What follows belongs to an exercise in optimizing a design on an open flow for a short achievable clock period and few clock cycles; a production flow would make more cautious choices. In this exercise RTL edits were held to simulation tests only and were not proved equivalent to the original. Power figures rest on the tool's default switching activity, not on a simulated workload.

==> design/flow/design.v <==
`timescale 1ns/100ps
package rv_core_pkg;
    parameter int xlen = 32;
    typedef logic [xlen-1:0] xword_t;
    typedef logic [4:0]      reg_idx_t;
    typedef union packed {
        struct packed {
            logic [6:0] funct7;
            logic [4:0] rs2;
            logic [4:0] rs1;
            logic [2:0] funct3;
            logic [4:0] rd;
            logic [6:0] opcode;
        } r_fmt;
        struct packed {
            logic [11:0] imm;
            logic [4:0]  rs1;
            logic [2:0]  funct3;
            logic [4:0]  rd;
            logic [6:0]  opcode;
        } i_fmt;
        struct packed {
            logic [6:0] imm_hi;
            logic [4:0] rs2;
            logic [4:0] rs1;
            logic [2:0] funct3;
            logic [4:0] imm_lo;
            logic [6:0] opcode;
        } s_fmt;
        struct packed {
            logic [19:0] imm;
            logic [4:0]  rd;
            logic [6:0]  opcode;
        } u_fmt;
    } instr_u;
    typedef enum logic [3:0] {
        grp_lui, grp_auipc, grp_jal, grp_jalr, grp_branch,
        grp_load, grp_store, grp_alu_imm, grp_alu_reg, grp_nop
    } op_group_e;
    typedef enum logic [3:0] {
        alu_add, alu_sub, alu_sll, alu_slt, alu_sltu,
        alu_xor, alu_srl, alu_sra, alu_or, alu_and
    } alu_op_e;
    typedef enum logic [1:0] {
        read_32, write_8, write_16, write_32
    } bus_len_e;
    typedef enum logic [1:0] {
        size_byte, size_half, size_word
    } mem_size_e;
endpackage
`timescale 1ns/100ps
module rv_decoder (
    input  rv_core_pkg::instr_u     instr,
    output rv_core_pkg::reg_idx_t   rs1_idx,
    output rv_core_pkg::reg_idx_t   rs2_idx,
    output rv_core_pkg::reg_idx_t   rd_idx,
    output rv_core_pkg::op_group_e  group,
    output logic [2:0] funct3,
    output logic       funct7_5,
    output rv_core_pkg::xword_t     imm
);
    localparam logic [6:0] opc_lui     = 7'b0110111;
    localparam logic [6:0] opc_auipc   = 7'b0010111;
    localparam logic [6:0] opc_jal     = 7'b1101111;
    localparam logic [6:0] opc_jalr    = 7'b1100111;
    localparam logic [6:0] opc_branch  = 7'b1100011;
    localparam logic [6:0] opc_load    = 7'b0000011;
    localparam logic [6:0] opc_store   = 7'b0100011;
    localparam logic [6:0] opc_alu_imm = 7'b0010011;
    localparam logic [6:0] opc_alu_reg = 7'b0110011;
    assign rs1_idx  = instr.r_fmt.rs1;
    assign rs2_idx  = instr.s_fmt.rs2;
    assign rd_idx   = instr.u_fmt.rd;
    assign funct3   = instr.i_fmt.funct3;
    assign funct7_5 = instr.r_fmt.funct7[5];
    always_comb begin
        case (instr.r_fmt.opcode)
            opc_lui:     group = rv_core_pkg::grp_lui;
            opc_auipc:   group = rv_core_pkg::grp_auipc;
            opc_jal:     group = rv_core_pkg::grp_jal;
            opc_jalr:    group = rv_core_pkg::grp_jalr;
            opc_branch:  group = rv_core_pkg::grp_branch;
            opc_load:    group = rv_core_pkg::grp_load;
            opc_store:   group = rv_core_pkg::grp_store;
            opc_alu_imm: group = rv_core_pkg::grp_alu_imm;
            opc_alu_reg: group = rv_core_pkg::grp_alu_reg;
            default:     group = rv_core_pkg::grp_nop;
        endcase
    end
    always_comb begin
        case (group)
            rv_core_pkg::grp_alu_imm, rv_core_pkg::grp_load, rv_core_pkg::grp_jalr:
                imm = {{20{instr.i_fmt.imm[11]}}, instr.i_fmt.imm};
            rv_core_pkg::grp_store:
                imm = {{20{instr.s_fmt.imm_hi[6]}}, instr.s_fmt.imm_hi, instr.s_fmt.imm_lo};
            rv_core_pkg::grp_branch:
                imm = {{19{instr.s_fmt.imm_hi[6]}}, instr.s_fmt.imm_hi[6],
                       instr.s_fmt.imm_lo[0], instr.s_fmt.imm_hi[5:0],
                       instr.s_fmt.imm_lo[4:1], 1'b0};
            rv_core_pkg::grp_lui, rv_core_pkg::grp_auipc:
                imm = {instr.u_fmt.imm, 12'b0};
            rv_core_pkg::grp_jal:
                imm = {{11{instr.u_fmt.imm[19]}}, instr.u_fmt.imm[19],
                       instr.u_fmt.imm[7:0], instr.u_fmt.imm[8],
                       instr.u_fmt.imm[18:9], 1'b0};
            default:
                imm = '0;
        endcase
    end
endmodule
`timescale 1ns/100ps
module reg_file (
    input  logic     clk_cpu,
    input  logic     rst_n,
    input  rv_core_pkg::reg_idx_t rs1_idx,
    input  rv_core_pkg::reg_idx_t rs2_idx,
    input  rv_core_pkg::reg_idx_t rd_idx,
    input  logic     rd_wen,
    input  rv_core_pkg::xword_t   rd_dat,
    output rv_core_pkg::xword_t   rs1_dat,
    output rv_core_pkg::xword_t   rs2_dat
);
    rv_core_pkg::xword_t regs [1:31];
    always_ff @(posedge clk_cpu) begin
        if (!rst_n) begin
            for (int i = 1; i < 32; i++) begin
                regs[i] <= '0;
            end
        end else if (rd_wen && rd_idx != 5'd0) begin
            regs[rd_idx] <= rd_dat;
        end
    end
    assign rs1_dat = (rs1_idx == 5'd0) ? '0 : regs[rs1_idx];
    assign rs2_dat = (rs2_idx == 5'd0) ? '0 : regs[rs2_idx];
endmodule
`timescale 1ns/100ps
module rv_alu (
    input  rv_core_pkg::xword_t  a,
    input  rv_core_pkg::xword_t  b,
    input  rv_core_pkg::alu_op_e op,
    output rv_core_pkg::xword_t  result
);
    logic [4:0] shamt;
    logic       lt_signed;
    logic       lt_unsigned;
    assign shamt       = b[4:0];
    assign lt_signed   = $signed(a) < $signed(b);
    assign lt_unsigned = a < b;
    always_comb begin
        case (op)
            rv_core_pkg::alu_add:  result = a + b;
            rv_core_pkg::alu_sub:  result = a - b;
            rv_core_pkg::alu_sll:  result = a << shamt;
            rv_core_pkg::alu_srl:  result = a >> shamt;
            rv_core_pkg::alu_sra:  result = $signed(a) >>> shamt;
            rv_core_pkg::alu_slt:  result = {{(rv_core_pkg::xlen-1){1'b0}}, lt_signed};
            rv_core_pkg::alu_sltu: result = {{(rv_core_pkg::xlen-1){1'b0}}, lt_unsigned};
            rv_core_pkg::alu_xor:  result = a ^ b;
            rv_core_pkg::alu_or:   result = a | b;
            rv_core_pkg::alu_and:  result = a & b;
            default:  result = '0;
        endcase
    end
endmodule
`timescale 1ns/100ps
module mem_access (
    input  logic      clk_cpu,
    input  logic      rst_n,
    input  logic      mem_start,
    input  rv_core_pkg::xword_t    mem_addr,
    input  rv_core_pkg::mem_size_e mem_size,
    input  logic      mem_write,
    input  logic      mem_signed,
    input  rv_core_pkg::xword_t    mem_wdata,
    input  logic      bus_ready,
    input  rv_core_pkg::xword_t    bus_rdata,
    output logic      mem_done,
    output rv_core_pkg::xword_t    mem_rdata,
    output logic      bus_req,
    output rv_core_pkg::xword_t    bus_addr,
    output rv_core_pkg::xword_t    bus_wdata,
    output rv_core_pkg::bus_len_e  bus_len
);
    logic      busy_q;
    rv_core_pkg::mem_size_e size_q;
    logic      signed_q;
    logic [7:0]  lane_b;
    logic [15:0] lane_h;
    always_ff @(posedge clk_cpu) begin
        if (!rst_n) begin
            bus_req <= 1'b0;
            busy_q  <= 1'b0;
        end else begin
            bus_req <= mem_start;
            if (mem_start) begin
                busy_q <= 1'b1;
            end else if (bus_ready) begin
                busy_q <= 1'b0;
            end
        end
    end
    always_ff @(posedge clk_cpu) begin
        if (mem_start) begin
            bus_addr <= mem_addr;
            size_q   <= mem_size;
            signed_q <= mem_signed;
            case (mem_size)
                rv_core_pkg::size_byte: bus_wdata <= {4{mem_wdata[7:0]}};
                rv_core_pkg::size_half: bus_wdata <= {2{mem_wdata[15:0]}};
                default:   bus_wdata <= mem_wdata;
            endcase
            if (!mem_write) begin
                bus_len <= rv_core_pkg::read_32;
            end else begin
                case (mem_size)
                    rv_core_pkg::size_byte: bus_len <= rv_core_pkg::write_8;
                    rv_core_pkg::size_half: bus_len <= rv_core_pkg::write_16;
                    default:   bus_len <= rv_core_pkg::write_32;
                endcase
            end
        end
    end
    assign mem_done = busy_q & bus_ready;
    assign lane_b = bus_rdata[bus_addr[1:0]*8 +: 8];
    assign lane_h = bus_addr[1] ? bus_rdata[31:16] : bus_rdata[15:0];
    always_comb begin
        case (size_q)
            rv_core_pkg::size_byte: mem_rdata = {{24{signed_q & lane_b[7]}}, lane_b};
            rv_core_pkg::size_half: mem_rdata = {{16{signed_q & lane_h[15]}}, lane_h};
            default:   mem_rdata = bus_rdata;
        endcase
    end
endmodule
`timescale 1ns/100ps
module rv_control #(
    parameter rv_core_pkg::xword_t reset_pc = '0
) (
    input  logic       clk_cpu,
    input  logic       rst_n,
    input  rv_core_pkg::op_group_e  group,
    input  logic [2:0] funct3,
    input  logic       funct7_5,
    input  rv_core_pkg::xword_t     imm,
    input  rv_core_pkg::xword_t     rs1_dat,
    input  rv_core_pkg::xword_t     rs2_dat,
    input  rv_core_pkg::xword_t     alu_result,
    input  logic       mem_done,
    input  rv_core_pkg::xword_t     mem_rdata,
    output rv_core_pkg::instr_u     instr_q,
    output rv_core_pkg::xword_t     alu_a,
    output rv_core_pkg::xword_t     alu_b,
    output rv_core_pkg::alu_op_e    alu_op,
    output logic       rd_wen,
    output rv_core_pkg::xword_t     rd_dat,
    output logic       mem_start,
    output rv_core_pkg::xword_t     mem_addr,
    output rv_core_pkg::mem_size_e  mem_size,
    output logic       mem_write,
    output logic       mem_signed,
    output rv_core_pkg::xword_t     mem_wdata
);
    localparam logic [2:0] st_fetch      = 3'd0;
    localparam logic [2:0] st_fetch_wait = 3'd1;
    localparam logic [2:0] st_execute    = 3'd2;
    localparam logic [2:0] st_data_wait  = 3'd3;
    localparam logic [2:0] st_writeback  = 3'd4;
    logic [2:0] state;
    rv_core_pkg::xword_t     pc;
    rv_core_pkg::xword_t     pc_next_q;
    rv_core_pkg::xword_t     next_pc;
    rv_core_pkg::xword_t     wb_val;
    rv_core_pkg::xword_t     op_b;
    logic       is_alu;
    logic       is_data;
    logic       writes_rd;
    logic       branch_taken;
    assign is_alu    = (group == rv_core_pkg::grp_alu_imm) || (group == rv_core_pkg::grp_alu_reg);
    assign is_data   = (group == rv_core_pkg::grp_load) || (group == rv_core_pkg::grp_store);
    assign writes_rd = !(group == rv_core_pkg::grp_branch || group == rv_core_pkg::grp_store || group == rv_core_pkg::grp_nop);
    assign alu_a = rs1_dat;
    assign op_b  = (group == rv_core_pkg::grp_alu_reg) ? rs2_dat : imm;
    assign alu_b = (is_alu && funct3[1:0] == 2'b01) ? {{(rv_core_pkg::xlen-5){1'b0}}, op_b[4:0]} : op_b;
    always_comb begin
        alu_op = rv_core_pkg::alu_add;
        if (is_alu) begin
            case (funct3)
                3'b000: alu_op = (group == rv_core_pkg::grp_alu_reg && funct7_5) ? rv_core_pkg::alu_sub : rv_core_pkg::alu_add;
                3'b001: alu_op = rv_core_pkg::alu_sll;
                3'b010: alu_op = rv_core_pkg::alu_slt;
                3'b011: alu_op = rv_core_pkg::alu_sltu;
                3'b100: alu_op = rv_core_pkg::alu_xor;
                3'b101: alu_op = funct7_5 ? rv_core_pkg::alu_sra : rv_core_pkg::alu_srl;
                3'b110: alu_op = rv_core_pkg::alu_or;
                default: alu_op = rv_core_pkg::alu_and;
            endcase
        end
    end
    always_comb begin
        case (funct3)
            3'b000:  branch_taken = (rs1_dat == rs2_dat);
            3'b001:  branch_taken = (rs1_dat != rs2_dat);
            3'b100:  branch_taken = ($signed(rs1_dat) < $signed(rs2_dat));
            3'b101:  branch_taken = ($signed(rs1_dat) >= $signed(rs2_dat));
            3'b110:  branch_taken = (rs1_dat < rs2_dat);
            3'b111:  branch_taken = (rs1_dat >= rs2_dat);
            default: branch_taken = 1'b0;
        endcase
    end
    always_comb begin
        next_pc = pc + 32'd4;
        wb_val  = alu_result;
        case (group)
            rv_core_pkg::grp_lui:    wb_val = imm;
            rv_core_pkg::grp_auipc:  wb_val = pc + imm;
            rv_core_pkg::grp_jal: begin
                wb_val  = pc + 32'd4;
                next_pc = pc + imm;
            end
            rv_core_pkg::grp_jalr: begin
                wb_val  = pc + 32'd4;
                next_pc = (rs1_dat + imm) & ~32'd1;
            end
            rv_core_pkg::grp_branch: begin
                if (branch_taken) begin
                    next_pc = pc + imm;
                end
            end
            default: ;
        endcase
    end
    always_comb begin
        mem_start  = (state == st_fetch);
        mem_addr   = pc;
        mem_size   = rv_core_pkg::size_word;
        mem_write  = 1'b0;
        mem_signed = 1'b0;
        mem_wdata  = rs2_dat;
        if (state == st_execute && is_data) begin
            mem_start  = 1'b1;
            mem_addr   = alu_result;
            mem_write  = (group == rv_core_pkg::grp_store);
            mem_signed = !funct3[2];
            case (funct3[1:0])
                2'b00:   mem_size = rv_core_pkg::size_byte;
                2'b01:   mem_size = rv_core_pkg::size_half;
                default: mem_size = rv_core_pkg::size_word;
            endcase
        end
    end
    assign rd_wen = (state == st_writeback) && writes_rd;
    always_ff @(posedge clk_cpu) begin
        if (!rst_n) begin
            state <= st_fetch;
            pc    <= reset_pc;
        end else begin
            case (state)
                st_fetch:      state <= st_fetch_wait;
                st_fetch_wait: if (mem_done) state <= st_execute;
                st_execute:    state <= is_data ? st_data_wait : st_writeback;
                st_data_wait:  if (mem_done) state <= st_writeback;
                st_writeback: begin
                    pc    <= pc_next_q;
                    state <= st_fetch;
                end
                default:       state <= st_fetch;
            endcase
        end
    end
    always_ff @(posedge clk_cpu) begin
        if (state == st_fetch_wait && mem_done) begin
            instr_q <= mem_rdata;
        end
        if (state == st_execute) begin
            pc_next_q <= next_pc;
            rd_dat    <= wb_val;
        end
        if (state == st_data_wait && mem_done) begin
            rd_dat <= mem_rdata;
        end
    end
endmodule
`timescale 1ns/100ps
module rv_core #(
    parameter rv_core_pkg::xword_t reset_pc = '0
) (
    input  logic     clk_cpu,
    input  logic     rst_n,
    input  logic     bus_ready,
    input  rv_core_pkg::xword_t   bus_rdata,
    output logic     bus_req,
    output rv_core_pkg::xword_t   bus_addr,
    output rv_core_pkg::xword_t   bus_wdata,
    output rv_core_pkg::bus_len_e bus_len
);
    rv_core_pkg::instr_u     instr_q;
    rv_core_pkg::reg_idx_t   rs1_idx;
    rv_core_pkg::reg_idx_t   rs2_idx;
    rv_core_pkg::reg_idx_t   rd_idx;
    rv_core_pkg::op_group_e  group;
    logic [2:0] funct3;
    logic       funct7_5;
    rv_core_pkg::xword_t     imm;
    rv_core_pkg::xword_t     rs1_dat;
    rv_core_pkg::xword_t     rs2_dat;
    rv_core_pkg::xword_t     rd_dat;
    logic       rd_wen;
    rv_core_pkg::xword_t     alu_a;
    rv_core_pkg::xword_t     alu_b;
    rv_core_pkg::alu_op_e    alu_op;
    rv_core_pkg::xword_t     alu_result;
    logic       mem_start;
    rv_core_pkg::xword_t     mem_addr;
    rv_core_pkg::mem_size_e  mem_size;
    logic       mem_write;
    logic       mem_signed;
    rv_core_pkg::xword_t     mem_wdata;
    logic       mem_done;
    rv_core_pkg::xword_t     mem_rdata;
    rv_control #(.reset_pc(reset_pc)) i_rv_control (
        .clk_cpu, .rst_n, .group, .funct3, .funct7_5, .imm, .rs1_dat, .rs2_dat,
        .alu_result, .mem_done, .mem_rdata, .instr_q, .alu_a, .alu_b, .alu_op,
        .rd_wen, .rd_dat, .mem_start, .mem_addr, .mem_size, .mem_write,
        .mem_signed, .mem_wdata
    );
    rv_decoder i_rv_decoder (
        .instr(instr_q), .rs1_idx, .rs2_idx, .rd_idx, .group, .funct3, .funct7_5, .imm
    );
    reg_file i_reg_file (
        .clk_cpu, .rst_n, .rs1_idx, .rs2_idx, .rd_idx, .rd_wen, .rd_dat, .rs1_dat, .rs2_dat
    );
    rv_alu i_rv_alu (.a(alu_a), .b(alu_b), .op(alu_op), .result(alu_result));
    mem_access i_mem_access (
        .clk_cpu, .rst_n, .mem_start, .mem_addr, .mem_size, .mem_write, .mem_signed,
        .mem_wdata, .bus_ready, .bus_rdata, .mem_done, .mem_rdata, .bus_req,
        .bus_addr, .bus_wdata, .bus_len
    );
endmodule
==> design/flow/run.sh <==
#!/bin/bash
# synth_recipe.tcl (not shown) runs the flow's synth.tcl, then flattens the netlist and writes it again
# the make line also repeats each setting of config.mk as NAME=value (left out here)
make -C /OpenROAD-flow-scripts/flow DESIGN_CONFIG=/design/flow/config.mk WORK_HOME=/design/flow/orfs CLKGATE_MAP_FILE= SYNTH_SCRIPT=/design/flow/synth_recipe.tcl finish
==> design/flow/config.mk <==
export PLATFORM = sky130hd
export DESIGN_NAME = rv_core
export DESIGN_NICKNAME = rv_core
export VERILOG_FILES = /design/flow/design.v
export SDC_FILE = /design/flow/constraint.sdc
export NUM_CORES = 4
export LEC_CHECK = 0
export CAP_MARGIN = 20
export CORE_MARGIN = 2
export CORE_UTILIZATION = 40
export SLEW_MARGIN = 20
==> design/flow/constraint.sdc <==
create_clock -name core_clock -period 8.5 [get_ports {clk_cpu}]
set_input_delay 1.7000 -clock core_clock [delete_from_list [all_inputs] [get_ports {clk_cpu}]]
set_output_delay 1.7000 -clock core_clock [all_outputs]
set_load 0.01 [all_outputs]
==> flow_summary.yaml <==
setup_path:
  critPathMaxFanout: 30
  cp.arrival_ns: 8.90
  r2r_cells: 21
  startpoint_type: "flip-flop"
  critPathKind: "flip-flop to flip-flop"
  regToRegEndpoint: "i_rv_control.rd_dat[28]"
  worst_setup_path_end_kind: "flip-flop"
  cp.required_ns: 9.01
  reg2reg_slack_ns: 0.11
synth:
  synth_seq_area_share: 0.4606
  synthCells: 6777
  synthMuxAreaShare: 0.1823
  yosys.area_share.simple: 0.1529
  synth-edff-count: 1189
  synth.avg_cell_area_sq_um: 11.74
  mappedNetlistArea_sq_um: 79560
  synth_fa_ha_area_frac: 0.03136
  synth.distinct_cells: 111
  synth_top_family_by_area: "multiplexers"
  async_flop_share: 0
  ys_seq_elements: 1236
  ys.warnings.count: 5
  synth_compound_gate_area_share: 0.1177
  synth-xor-area-share: 0.01222
  synth_ff_type: "edfxtp_1"
routing:
  wl_per_cell_um: 39.39
  drc: 0
  drt_iter0_markers: 10380
  vias: 63900
  via_per_inst: 6.676
  drtPass1Iterations: 8
  ant_nets: 0
  wirelength_um: 377000
placement:
  place_hpwl_um: 248200
  place_congestion: 1.023
  numPortBuffers: 101
  dp_slack_ns: 0.3802
  postPlaceCellArea_sq_um: 84620
finish:
  nNetsFinal: 7030
  layout-drive-gt1-share: 0.1774
  syn2layout_area_growth_pct: 12.31
  final_design_area_no_fill_sq_um: 89350
clock_network:
  clk_path_buf_depth: 3
  clk_pin_slew_ns: 0.06
  cts_root_buf: "clkbuf_16"
  cts.sinks: 1236
  post-cts-setup-buffers: 0
  numCtsBuffers: 142
  clock_latency_ns: 0.86
  htreeDepth: 4
  cts_tree: "yes"
power:
  p_comb_frac: 0.229
  p_leak_nw: 33.81
  switching_power_mw: 5.713
  power.total_mw: 17.61
  p_per_area_nw_per_um2: 197.1
  p_int_mw: 11.90
  p_clk_frac: 0.356
  switching_share: 0.3244
  seqPwrFrac: 0.414
  irDropWorstVdd_mv: 0.2208
timing:
  setup_tns_ns: 0
  period_minus_slack_ns: 8.389
  fin_ws_ns: 0.1106
  fin_crit_sh: 0.9870
  rsz0062_at_grt: "no"
  hold_viol: 0
  relSlewSlack: 0.1557
  fin_worst_skew_ns: 0.06112
  max_freq_mhz: 119.2
  maxSlewViolCount: 0
  setup_viol: 0
  tightest_slew_ns: 1.262
die:
  dieArea_sq_um: 202500
  start_util: 0.4030
  dieWidth_um: 450.0
  design.portCount: 102
  coreArea_sq_um: 197400
  fp.dieH_um: 450.0
  rows: 163
hold_path:
  min_path_type: "flip-flop to flip-flop"
  whs_endpoint: "i_rv_control.pc[6]"
  worstHoldStart: "i_rv_control.pc_next_q[6]"
  hold_depth: 2
global_routing:
  grt_pass1_vias: 61810
  track_usage: 0.3646
  grt_overflow: 0
  grt_pass1_wl_um: 512500
  grt_max_degree: 69
  grt_antenna_before_repair: 33
run_status:
  status: "finished clean"
job:
  cap_violations: 0
## kinds of logic (layout without fill, tap and decap cells)
group	after synthesis	after routing
AO/OA/AOI/OAI	1375	1375
flip-flops	1236	1236
buffers and inverters	730	837
adder cells (fa/ha/maj)	197	197
AND/OR/NAND/NOR	2270	2270
multiplexers	857	857
XOR/XNOR	111	111
other	1	48
## power by group through the flow
stage / Clock, mW / Combinational (mW) / Sequential [mW]
6_report: 6.28 / 4.04 / 7.29
2_1_floorplan: 0 / 2.15 / 7.30
4_1_cts: 6.29 / 3.88 / 7.29
3_5_place_dp: 0 / 3.86 / 7.42
3_3_place_gp: 0 / 3.85 / 7.42
5_1_grt: 6.52 / 4.12 / 7.33
## placed cells by master, fill, tap and decap left out, types with 26 or more instances in the layout
cell / instances
a211oi_1: 58
a21boi_0: 41
a21o_1: 86
a21oi_1: 242
a221o_1: 27
a221oi_1: 36
a22oi_1: 155
a31oi_1: 44
and2_1: 1017
and3_1: 27
buf_4: 311
clkbuf_16: 142
clkdlybuf4s50_1: 100
clkinv_1: 33
clkinv_2: 30
conb_1: 32
dfxtp_1: 37
edfxtp_1: 1189
ha_1: 193
inv_1: 131
mux2_2: 65
mux2i_1: 330
mux4_2: 438
nand2_1: 415
nand2b_1: 38
nand3_1: 117
nand4_1: 41
nor2_1: 337
nor2_4: 34
nor2b_1: 35
nor3_1: 57
o211ai_1: 56
o21a_1: 26
o21ai_0: 228
o21ai_4: 32
o21bai_1: 29
o221ai_1: 27
o22ai_1: 66
xnor2_1: 72
xor2_1: 38
## worst max path at each step
stage / start / slack [ns] / endpoint
2_1_floorplan: i_rv_control.instr_q[3] / 1.90 / i_mem_access.bus_addr[0]
3_3_place_gp: flip-flop / 0.26 / i_rv_control.rd_dat[28]
3_5_place_dp: flip-flop / 0.38 / i_rv_control.rd_dat[28]
4_1_cts: flip-flop / 0.32 / i_rv_control.rd_dat[28]
5_1_grt: flip-flop / 0.02 / i_rv_control.rd_dat[28]
6_report: flip-flop / 0.11 / i_rv_control.rd_dat[28]
## critical path, cell delays in order (launching register included)
cell and delay (ns):
dfxtp_4 0.51, buf_12 0.30, buf_4 0.38, mux4_2 0.56
mux4_2 0.47, mux2_2 0.38, nand2_1 0.22, nor2_1 0.09
o21ai_1 0.58, ha_1 0.48, inv_1 0.20, o21ai_0 0.14
a211o_1 0.31, a221oi_1 0.73, o211ai_1 0.53, buf_4 0.30
a311o_1 0.34, a21oi_1 0.18, xnor2_1 0.17, nor2_1 0.12
nor4b_1 0.71, o2bb2ai_1 0.30
## metal layers
metal / vias to the layer above / routed length [um] / GRT usage
met5: - / 153 / 0
met4: 22 / 32950 / 0.2716
met3: 1183 / 44380 / 0.1011
met2: 4766 / 165000 / 0.5469
met1: 32180 / 134500 / 0.4489
li1: 25750 / - / -
## final cells by class
type	count	area, sq um
Fill cell	18130	108100
Multi-Input combinational cell	4842	40370
Sequential cell	1236	36680
Timing Repair Buffer	435	3800
Clock buffer	163	3652
Tap cell	2640	3303
Clock inverter	98	980.9
Inverter	141	534.3
Antenna cell	16	40.04
## synthesized netlist by cell type, drive strengths merged, types with 27 or more instances
cell type	instances	area [sq um]
a211oi	60	455.4
a21boi	43	322.8
a21o	87	653.1
a21oi	243	1220
a221o	27	270.3
a221oi	37	330.3
a22oi	160	1235
a31oi	45	281.5
and2	1020	6381
and3	28	175.2
buf	185	1348
clkbuf	403	1513
dfxtp	47	940.9
edfxtp	1189	35700
ha	193	2415
inv	140	530.5
mux2	66	747.0
mux2i	331	3317
mux4	460	10440
nand2	416	1562
nand2b	38	237.7
nand3	118	590.6
nand4	42	269.0
nor2	382	1436
nor2b	38	240.2
nor3	60	305.3
o211ai	56	420.4
o21a	27	204.0
o21ai	282	1423
o21bai	29	217.7
o221ai	27	236.5
o22ai	66	412.9
xnor2	72	630.6
xor2	39	341.6
## registers in the layout, summed over array words and instances, names as in the netlist, 3 cells and up, named ones only
| name | count |
|---|---|
| i_rv_control.state | 3 |
| i_rv_control.pc | 32 |
| i_rv_control.instr_q | 32 |
| i_rv_control.rd_dat | 32 |
| i_reg_file.regs | 1024 |
| i_mem_access.bus_addr | 32 |
| i_rv_control.pc_next_q | 32 |
| i_mem_access.bus_wdata | 32 |
## repair_timing
action / in CTS / in global routing
setup endpoints to repair: 0 / 1
hold buffers: 0 / 0
resized for setup: 0 / 1
## metrics by stage
stage | hold slack (ns) | utilization | instances
2_1_floorplan | 0.4643 | - | 6808
3_3_place_gp | 0.4984 | 0.4282 | 9286
3_5_place_dp | 0.5138 | 0.4286 | 9291
4_1_cts | 0.4999 | 0.4521 | 9552
5_1_grt | 0.5503 | 0.4524 | 9556
6_report | 0.5130 | 0.4526 | 9571
Testbench counts, summed over its fixed seeds: cycles 90,634.

[static timing again, ports no longer ideal]
In the flow no input, the clock included, has a driving cell. The finished layout below was timed again as built, in two steps.
Step 1 (the two cells are an assumption about what drives the block):
set clk [get_ports {clk_cpu}]
set_driving_cell -lib_cell sky130_fd_sc_hd__clkbuf_16 $clk
set_driving_cell -lib_cell sky130_fd_sc_hd__buf_2 [delete_from_list [all_inputs] $clk]
Step 2 adds t to the input delays and takes it off the output delays; t is the mean of the earliest and latest rising clock arrival at the registers after step 1. Input paths then give back, and output paths get back, about the clock's delay inside the block.
a / b / c = ideal / step 1 / step 2; a / b = the first two.
shift t [ns]: 0.920
slack for setup (ns): 0.111 / 0.111 / 0.111
hold slack, ns: 0.513 / 0.513 / 0.513
slew at the worst register clock pin (ns): 0.09 / 0.09
cell pins on the clock port's net: 1
After both steps setup and hold are still met in this run. The setup slack of this run moves by 0.000 ns with the drivers and by 0.000 ns with both steps.
